Source: an optimization exercise on an open RTL-to-GDS flow (aim: small area). Production flows keep margins and buffers that such runs may drop.
In this exercise RTL edits were held to simulation tests only and were not proved equivalent to the original.
Power is estimated from default activity; no workload was simulated.

==> harbor: inputs <==
==> flow/design.v <==
package mips_pkg;
  localparam int DATA_W_DEFAULT = 32;   
  localparam int ADDR_W_DEFAULT = 5;    
  localparam int unsigned REG_ZERO = 0;
endpackage
module rf_aoi222 (
  input  logic a1, a2, b1, b2, c1, c2,
  output logic y
);
  assign y = ~((a1 & a2) | (b1 & b2) | (c1 & c2));
endmodule
module rf_nand2 (
  input  logic a, b,
  output logic y
);
  assign y = ~(a & b);
endmodule
module rf_nand3 (
  input  logic a, b, c,
  output logic y
);
  assign y = ~(a & b & c);
endmodule
module rf_nand4 (
  input  logic a, b, c, d,
  output logic y
);
  assign y = ~(a & b & c & d);
endmodule
module rf_or3 (
  input  logic a, b, c,
  output logic y
);
  assign y = a | b | c;
endmodule
module rf_read_bit (
  input  logic [31:1] sel,
  input  logic [31:1] val,
  output logic        y
);
  logic [10:0] t;   
  logic [2:0]  u;   
  for (genvar g = 0; g < 10; g++) begin : g_aoi
    rf_aoi222 u_aoi (
      .a1 (sel[3*g+1]), .a2 (val[3*g+1]),
      .b1 (sel[3*g+2]), .b2 (val[3*g+2]),
      .c1 (sel[3*g+3]), .c2 (val[3*g+3]),
      .y  (t[g])
    );
  end
  rf_nand2 u_last (.a(sel[31]), .b(val[31]), .y(t[10]));
  rf_nand4 u_n0 (.a(t[0]), .b(t[1]), .c(t[2]), .d(t[3]), .y(u[0]));
  rf_nand4 u_n1 (.a(t[4]), .b(t[5]), .c(t[6]), .d(t[7]), .y(u[1]));
  rf_nand3 u_n2 (.a(t[8]), .b(t[9]), .c(t[10]), .y(u[2]));
  rf_or3   u_o  (.a(u[0]), .b(u[1]), .c(u[2]), .y(y));
endmodule
module regfile_read_port #(
  parameter int DATA_W = mips_pkg::DATA_W_DEFAULT,
  parameter int ADDR_W = mips_pkg::ADDR_W_DEFAULT
) (
  input  logic [ADDR_W-1:0] rd_idx,
  input  logic [(2**ADDR_W)*DATA_W-1:0] regs,   
  output logic [DATA_W-1:0] rd_data
);
  localparam int NUM_REGS = 2**ADDR_W;
  logic [NUM_REGS-1:1] sel;
  always_comb begin
    for (int r = 1; r < NUM_REGS; r++) begin
      sel[r] = (rd_idx == ADDR_W'(r));
    end
  end
  for (genvar b = 0; b < DATA_W; b++) begin : g_bit
    logic [NUM_REGS-1:1] val;
    for (genvar r = 1; r < NUM_REGS; r++) begin : g_val
      assign val[r] = regs[r*DATA_W + b];
    end
    rf_read_bit u_bit (.sel(sel), .val(val), .y(rd_data[b]));
  end
endmodule
module rf_hold (
  input  logic q, d, en, en_n,
  output logic y
);
  assign y = (q | en) & (d | en_n);
endmodule
module register_file #(
  parameter int DATA_W = mips_pkg::DATA_W_DEFAULT,
  parameter int ADDR_W = mips_pkg::ADDR_W_DEFAULT
) (
  input  logic              clk,
  input  logic              rst,
  input  logic              RegWrite,
  input  logic [ADDR_W-1:0] read_reg1,
  input  logic [ADDR_W-1:0] read_reg2,
  input  logic [ADDR_W-1:0] write_reg,
  input  logic [DATA_W-1:0] write_data,
  output logic [DATA_W-1:0] read_data1,
  output logic [DATA_W-1:0] read_data2
);
  localparam int NUM_REGS = 2**ADDR_W;
  logic [NUM_REGS-1:0][DATA_W-1:0] regs_q;
  logic [NUM_REGS-1:0][DATA_W-1:0] regs_d;
  logic [NUM_REGS-1:1]             row_en;     
  logic [NUM_REGS-1:1]             row_en_n;
  logic [DATA_W-1:0]               wdata;      
  assign wdata = write_data & {DATA_W{~rst}};
  always_comb begin
    for (int r = 1; r < NUM_REGS; r++) begin
      row_en[r]   = rst | (RegWrite && (write_reg == ADDR_W'(r)));
      row_en_n[r] = ~row_en[r];
    end
  end
  assign regs_q[0] = '0;
  assign regs_d[0] = '0;
  for (genvar r = 1; r < NUM_REGS; r++) begin : g_row
    for (genvar b = 0; b < DATA_W; b++) begin : g_bit
      rf_hold u_hold (
        .q    (regs_q[r][b]),
        .d    (wdata[b]),
        .en   (row_en[r]),
        .en_n (row_en_n[r]),
        .y    (regs_d[r][b])
      );
    end
  end
  always_ff @(posedge clk) begin
    for (int r = 1; r < NUM_REGS; r++) begin
      regs_q[r] <= regs_d[r];
    end
  end
  regfile_read_port #(
    .DATA_W (DATA_W),
    .ADDR_W (ADDR_W)
  ) u_rd_port1 (
    .rd_idx  (read_reg1),
    .regs    (regs_q),
    .rd_data (read_data1)
  );
  regfile_read_port #(
    .DATA_W (DATA_W),
    .ADDR_W (ADDR_W)
  ) u_rd_port2 (
    .rd_idx  (read_reg2),
    .regs    (regs_q),
    .rd_data (read_data2)
  );
endmodule
==> flow/flow/run.sh <==
#!/bin/bash
set -euo pipefail
export BUFFER_PORTS_ARGS="-buffer_cell sky130_fd_sc_hd__buf_1"
export CTS_ARGS="-sink_clustering_enable -repair_clock_nets -dont_use_dummy_load -buf_list {sky130_fd_sc_hd__clkbuf_4 sky130_fd_sc_hd__clkbuf_8}"
bash standard.sh finish > make_finish.log 2>&1
==> flow/standard.sh <==
#!/bin/bash
# synth_recipe.tcl (not shown) runs the flow's synth.tcl, then flattens the netlist and writes it again
# the make line also repeats each setting of config.mk as NAME=value (left out here)
make -C /OpenROAD-flow-scripts/flow DESIGN_CONFIG=/design/flow/config.mk WORK_HOME=/design/flow/orfs CLKGATE_MAP_FILE= SYNTH_SCRIPT=/design/flow/synth_recipe.tcl "${@:-finish}"
==> flow/config.mk <==
export PLATFORM = sky130hd
export DESIGN_NAME = register_file
export DESIGN_NICKNAME = register_file
export VERILOG_FILES = /design/flow/design.v
export SDC_FILE = /design/flow/constraint.sdc
export NUM_CORES = 4
export LEC_CHECK = 0
export CAP_MARGIN = 10
export CORE_MARGIN = 2
export CORE_UTILIZATION = 75
export GPL_TIMING_DRIVEN = 0
export SLEW_MARGIN = 10
export SYNTH_HIERARCHICAL = 1
export SYNTH_MINIMUM_KEEP_SIZE = 0
==> flow/constraint.sdc <==
create_clock -name core_clock -period 6.0 [get_ports {clk}]
set_input_delay 1.2000 -clock core_clock [delete_from_list [all_inputs] [get_ports {clk}]]
set_output_delay 1.2000 -clock core_clock [all_outputs]
set_load 0.01 [all_outputs]
==> tundra: changes against harbor <==
==> flow/design.v, changed modules only <==
module rf_and2 (
  input  logic a, b,
  output logic y
);
  assign y = a & b;
endmodule
module rf_or2 (
  input  logic a, b,
  output logic y
);
  assign y = a | b;
endmodule
module regfile_read_port #(
  parameter int DATA_W = mips_pkg::DATA_W_DEFAULT,
  parameter int ADDR_W = mips_pkg::ADDR_W_DEFAULT
) (
  input  logic [ADDR_W-1:0] rd_idx,
  input  logic [(2**ADDR_W)*DATA_W-1:0] regs,   
  output logic [DATA_W-1:0] rd_data
);
  localparam int NUM_REGS = 2**ADDR_W;
  localparam int LO_W = 2;
  localparam int HI_W = ADDR_W - LO_W;
  logic [2**LO_W-1:0]  lo;
  logic [2**HI_W-1:0]  hi;
  logic [NUM_REGS-1:1] sel;
  always_comb begin
    for (int i = 0; i < 2**LO_W; i++) lo[i] = (rd_idx[LO_W-1:0] == LO_W'(i));
    for (int i = 0; i < 2**HI_W; i++) hi[i] = (rd_idx[ADDR_W-1:LO_W] == HI_W'(i));
  end
  for (genvar r = 1; r < NUM_REGS; r++) begin : g_sel
    rf_and2 u_sel (.a(hi[r >> LO_W]), .b(lo[r % (2**LO_W)]), .y(sel[r]));
  end
  for (genvar b = 0; b < DATA_W; b++) begin : g_bit
    logic [NUM_REGS-1:1] val;
    for (genvar r = 1; r < NUM_REGS; r++) begin : g_val
      assign val[r] = regs[r*DATA_W + b];
    end
    rf_read_bit u_bit (.sel(sel), .val(val), .y(rd_data[b]));
  end
endmodule
module register_file #(
  parameter int DATA_W = mips_pkg::DATA_W_DEFAULT,
  parameter int ADDR_W = mips_pkg::ADDR_W_DEFAULT
) (
  input  logic              clk,
  input  logic              rst,
  input  logic              RegWrite,
  input  logic [ADDR_W-1:0] read_reg1,
  input  logic [ADDR_W-1:0] read_reg2,
  input  logic [ADDR_W-1:0] write_reg,
  input  logic [DATA_W-1:0] write_data,
  output logic [DATA_W-1:0] read_data1,
  output logic [DATA_W-1:0] read_data2
);
  localparam int NUM_REGS = 2**ADDR_W;
  logic [NUM_REGS-1:0][DATA_W-1:0] regs_q;
  logic [NUM_REGS-1:0][DATA_W-1:0] regs_d;
  logic [NUM_REGS-1:1]             row_en;     
  logic [NUM_REGS-1:1]             row_en_n;
  logic [DATA_W-1:0]               wdata;      
  logic                            rst_n;
  logic [NUM_REGS-1:1]             wsel;       
  logic [NUM_REGS-1:1]             wsel_n;
  assign rst_n = ~rst;
  always_comb begin
    for (int r = 1; r < NUM_REGS; r++) begin
      wsel[r]   = RegWrite && (write_reg == ADDR_W'(r));
      wsel_n[r] = ~wsel[r];
    end
  end
  for (genvar b = 0; b < DATA_W; b++) begin : g_wdata
    rf_and2 u_wdata (.a(write_data[b]), .b(rst_n), .y(wdata[b]));
  end
  for (genvar r = 1; r < NUM_REGS; r++) begin : g_en
    rf_or2  u_en   (.a(rst),   .b(wsel[r]),   .y(row_en[r]));
    rf_and2 u_en_n (.a(rst_n), .b(wsel_n[r]), .y(row_en_n[r]));
  end
  assign regs_q[0] = '0;
  assign regs_d[0] = '0;
  for (genvar r = 1; r < NUM_REGS; r++) begin : g_row
    for (genvar b = 0; b < DATA_W; b++) begin : g_bit
      rf_hold u_hold (
        .q    (regs_q[r][b]),
        .d    (wdata[b]),
        .en   (row_en[r]),
        .en_n (row_en_n[r]),
        .y    (regs_d[r][b])
      );
    end
  end
  always_ff @(posedge clk) begin
    for (int r = 1; r < NUM_REGS; r++) begin
      regs_q[r] <= regs_d[r];
    end
  end
  regfile_read_port #(
    .DATA_W (DATA_W),
    .ADDR_W (ADDR_W)
  ) u_rd_port1 (
    .rd_idx  (read_reg1),
    .regs    (regs_q),
    .rd_data (read_data1)
  );
  regfile_read_port #(
    .DATA_W (DATA_W),
    .ADDR_W (ADDR_W)
  ) u_rd_port2 (
    .rd_idx  (read_reg2),
    .regs    (regs_q),
    .rd_data (read_data2)
  );
endmodule
==> flow/flow/run.sh (replaced) <==
#!/bin/bash
set -euo pipefail
export BUFFER_PORTS_ARGS="-buffer_cell sky130_fd_sc_hd__buf_1"
export PRE_RESIZE_TCL="$(pwd)/flow/upsize.tcl"
export FASTROUTE_TCL="$(pwd)/flow/fastroute.tcl"
export CTS_ARGS="-sink_clustering_enable -repair_clock_nets -dont_use_dummy_load -buf_list sky130_fd_sc_hd__clkbuf_8 -sink_clustering_size 18 -sink_clustering_max_diameter 60"
bash standard.sh finish > make_finish.log 2>&1
==> flow/flow/fastroute.tcl (new file) <==
# Global routing layer setup: the platform's, except that less of met1 and
# met2 is offered to the global router, so more signal wiring goes to met3 and
# met4 and detailed routing has room for pin access on the lower layers.
set_global_routing_layer_adjustment $::env(MIN_ROUTING_LAYER)-$::env(MAX_ROUTING_LAYER) 0.2
set_global_routing_layer_adjustment met1 0.45
set_global_routing_layer_adjustment met2 0.35

set_routing_layers -clock $::env(MIN_CLK_ROUTING_LAYER)-$::env(MAX_ROUTING_LAYER)
set_routing_layers -signal $::env(MIN_ROUTING_LAYER)-$::env(MAX_ROUTING_LAYER)
==> flow/flow/upsize.tcl (new file) <==
# Runs before repair_design in the resize step: an AND2/OR2 that drives a wide
# select, enable or write-data net is sized up to its X4 form, so repair_design
# does not put a buffer behind a weak gate.
set nup 0
foreach inst [get_cells *] {
  set m [get_property $inst ref_name]
  if {![regexp {^sky130_fd_sc_hd__(and2|or2)_[0-2]$} $m -> fn]} continue
  set op [get_pins -of_objects $inst -filter "direction==output"]
  set fo [llength [get_pins -of_objects [get_nets -of_objects $op] -filter "direction==input"]]
  if {$fo >= 16} {
    replace_cell $inst [get_lib_cells */sky130_fd_sc_hd__${fn}_4]
    incr nup
  }
}
puts "upsize.tcl: sized up $nup drivers"
--- a/flow/config.mk
+++ b/flow/config.mk
@@ -6,9 +6,12 @@
 export NUM_CORES = 4
 export LEC_CHECK = 0
 export CAP_MARGIN = 10
+export CELL_PAD_IN_SITES_DETAIL_PLACEMENT = 1
+export CELL_PAD_IN_SITES_GLOBAL_PLACEMENT = 2
 export CORE_MARGIN = 2
-export CORE_UTILIZATION = 75
+export CORE_UTILIZATION = 40
 export GPL_TIMING_DRIVEN = 0
+export PLACE_DENSITY = 0.5
 export SLEW_MARGIN = 10
 export SYNTH_HIERARCHICAL = 1
 export SYNTH_MINIMUM_KEEP_SIZE = 0
==> delta: changes against harbor <==
==> flow/design.v, changed modules only <==
module regfile_read_port #(
  parameter int DATA_W = mips_pkg::DATA_W_DEFAULT,
  parameter int ADDR_W = mips_pkg::ADDR_W_DEFAULT
) (
  input  logic [ADDR_W-1:0] rd_idx,
  input  logic [(2**ADDR_W)*DATA_W-1:0] regs,   
  output logic [DATA_W-1:0] rd_data
);
  localparam int NUM_REGS = 2**ADDR_W;
  always_comb begin
    rd_data = '0;
    for (int r = 1; r < NUM_REGS; r++) begin
      rd_data = rd_data | ({DATA_W{rd_idx == ADDR_W'(r)}} & regs[r*DATA_W +: DATA_W]);
    end
  end
endmodule
module register_file #(
  parameter int DATA_W = mips_pkg::DATA_W_DEFAULT,
  parameter int ADDR_W = mips_pkg::ADDR_W_DEFAULT
) (
  input  logic              clk,
  input  logic              rst,
  input  logic              RegWrite,
  input  logic [ADDR_W-1:0] read_reg1,
  input  logic [ADDR_W-1:0] read_reg2,
  input  logic [ADDR_W-1:0] write_reg,
  input  logic [DATA_W-1:0] write_data,
  output logic [DATA_W-1:0] read_data1,
  output logic [DATA_W-1:0] read_data2
);
  localparam int NUM_REGS = 2**ADDR_W;
  logic [NUM_REGS-1:0][DATA_W-1:0] regs_q;
  logic [NUM_REGS-1:1]             row_en;    
  logic [DATA_W-1:0]               wdata;     
  assign wdata = write_data & {DATA_W{~rst}};
  always_comb begin
    for (int r = 1; r < NUM_REGS; r++) begin
      row_en[r] = rst | (RegWrite && (write_reg == ADDR_W'(r)));
    end
  end
  assign regs_q[0] = '0;
  for (genvar r = 1; r < NUM_REGS; r++) begin : g_row
    always_ff @(posedge clk) begin
      regs_q[r] <= (regs_q[r] & {DATA_W{~row_en[r]}}) | (wdata & {DATA_W{row_en[r]}});
    end
  end
  regfile_read_port #(
    .DATA_W (DATA_W),
    .ADDR_W (ADDR_W)
  ) u_rd_port1 (
    .rd_idx  (read_reg1),
    .regs    (regs_q),
    .rd_data (read_data1)
  );
  regfile_read_port #(
    .DATA_W (DATA_W),
    .ADDR_W (ADDR_W)
  ) u_rd_port2 (
    .rd_idx  (read_reg2),
    .regs    (regs_q),
    .rd_data (read_data2)
  );
endmodule
// module rf_aoi222 removed
// module rf_nand2 removed
// module rf_nand3 removed
// module rf_nand4 removed
// module rf_or3 removed
// module rf_read_bit removed
// module rf_hold removed
==> flow/run.sh (new file) <==
#!/bin/bash
# synth_recipe.tcl (not shown) runs the flow's synth.tcl, then flattens the netlist and writes it again
# the make line also repeats each setting of config.mk as NAME=value (left out here)
make -C /OpenROAD-flow-scripts/flow DESIGN_CONFIG=/design/flow/config.mk WORK_HOME=/design/flow/orfs CLKGATE_MAP_FILE= SYNTH_SCRIPT=/design/flow/synth_recipe.tcl finish
==> flow/config.mk (replaced) <==
export PLATFORM = sky130hd
export DESIGN_NAME = register_file
export DESIGN_NICKNAME = register_file
export VERILOG_FILES = /design/flow/design.v
export SDC_FILE = /design/flow/constraint.sdc
export NUM_CORES = 4
export LEC_CHECK = 0
export CAP_MARGIN = 20
export CORE_MARGIN = 2
export CORE_UTILIZATION = 40
export SLEW_MARGIN = 20
removed: flow/flow/run.sh
removed: flow/standard.sh
==> indigo: changes against harbor <==
==> flow/run.sh (new file) <==
#!/bin/bash
# synth_recipe.tcl (not shown) runs the flow's synth.tcl, then flattens the netlist and writes it again
# the make line also repeats each setting of config.mk as NAME=value (left out here)
make -C /OpenROAD-flow-scripts/flow DESIGN_CONFIG=/design/flow/config.mk WORK_HOME=/design/flow/orfs CLKGATE_MAP_FILE= SYNTH_SCRIPT=/design/flow/synth_recipe.tcl finish
==> flow/config.mk (replaced) <==
export PLATFORM = sky130hd
export DESIGN_NAME = register_file
export DESIGN_NICKNAME = register_file
export VERILOG_FILES = /design/flow/design.v
export SDC_FILE = /design/flow/constraint.sdc
export NUM_CORES = 4
export LEC_CHECK = 0
export CAP_MARGIN = 20
export CORE_MARGIN = 2
export CORE_UTILIZATION = 40
export SLEW_MARGIN = 20
export SYNTH_HIERARCHICAL = 1
export SYNTH_MINIMUM_KEEP_SIZE = 0
removed: flow/flow/run.sh
removed: flow/standard.sh
==> comparison <==
harbor never finished: it broke off in global routing (5_1_grt) (GRT-0229). tundra finished clean. delta reached the layout checks and failed them: negative setup slack. indigo finished but fails on negative setup slack.
Flip-flop and latch count is the same in delta and tundra.
Of tundra and indigo, tundra has the higher die area (gap 1.0%, measured against indigo).
The highest utilization belongs to indigo, the lowest to tundra.
The highest sequential share of layout area belongs to delta, the lowest to indigo.
In register-to-register slack, indigo and tundra hardly differ.
Against tundra, the critical path depth of delta is higher by 1.
==> figures <==
quantity                                                                indigo                     delta               tundra                     harbor
Row cnt                                                                    113                       120                  113                         82
Area used by sequential logic in the layout                          19900 µm²                 29800 µm²            19900 µm²                          -
R2R cell count                                                               1                         -                    1                          -
Design area                                                          46900 µm²                 51600 µm²            42200 µm²                          -
PD cells                                                            356 nW/µm²                330 nW/µm²           321 nW/µm²                          -
Placed cell count                                                         4710                      4560                 4604                       4083
Final TNS setup                                                        -707 ps                   -978 ps                 0 ps                          -
Overall die height                                                      312 µm                    333 µm               314 µm                     229 µm
Outcome                                               finished with violations  finished with violations       finished clean  aborted with a tool error
Last stage reached                                                           -                         -                    -   global routing (5_1_grt)
Reasons for failing layout checks                         negative setup slack      negative setup slack                    -                          -
Hold Crit Start                                            regs_q[938]$_DFF_P_            write_data[17]  regs_q[761]$_DFF_P_                          -
Nets                                                                      3605                      3317                 3485                          -
P_clk                                                                  6660 µW                   6800 µW              3660 µW                          -
Placed wire-length estimate after detailed placement                 106000 µm                 130000 µm            110000 µm                  116000 µm
Power dissipated in combinational cells                                2210 µW                   1570 µW              2060 µW                          -

## re-timing with driven ports
The flow's constraints put no driver on any port. The routed layouts listed below were extracted and timed again, unchanged, in two steps.
Step 1 (the two cells are an assumption about what drives the block):
set clk [get_ports {clk}]
set_driving_cell -lib_cell sky130_fd_sc_hd__clkbuf_16 $clk
set_driving_cell -lib_cell sky130_fd_sc_hd__buf_2 [delete_from_list [all_inputs] $clk]
Step 2 times the ports against the registers' clock, not the clock port: input delays grow and output delays shrink by t, the midpoint of the rising clock arrivals with the driver on.
a / b / c = ideal / step 1 / step 2; a / b = the first two.
| run | t (ns) | setup WS [ns] | clock arrival spread, ns | worst slew at a driven data input, ns | pins driven straight from the clock port |
|---|---|---|---|---|---|
| tundra | 0.823 | 0.752 / 0.715 / 0.715 | 0.132 / 0.132 | 0.13 | 1 |
| delta | 0.760 | -0.164 / -0.190 / -0.190 | 0.036 / 0.036 | 0.06 | 1 |
| indigo | 0.754 | -0.137 / -0.163 / -0.163 | 0.033 / 0.032 | 0.04 | 1 |
The setup slack of tundra, which loses most, moves by -0.037 ns with the drivers and by -0.037 ns with both steps.
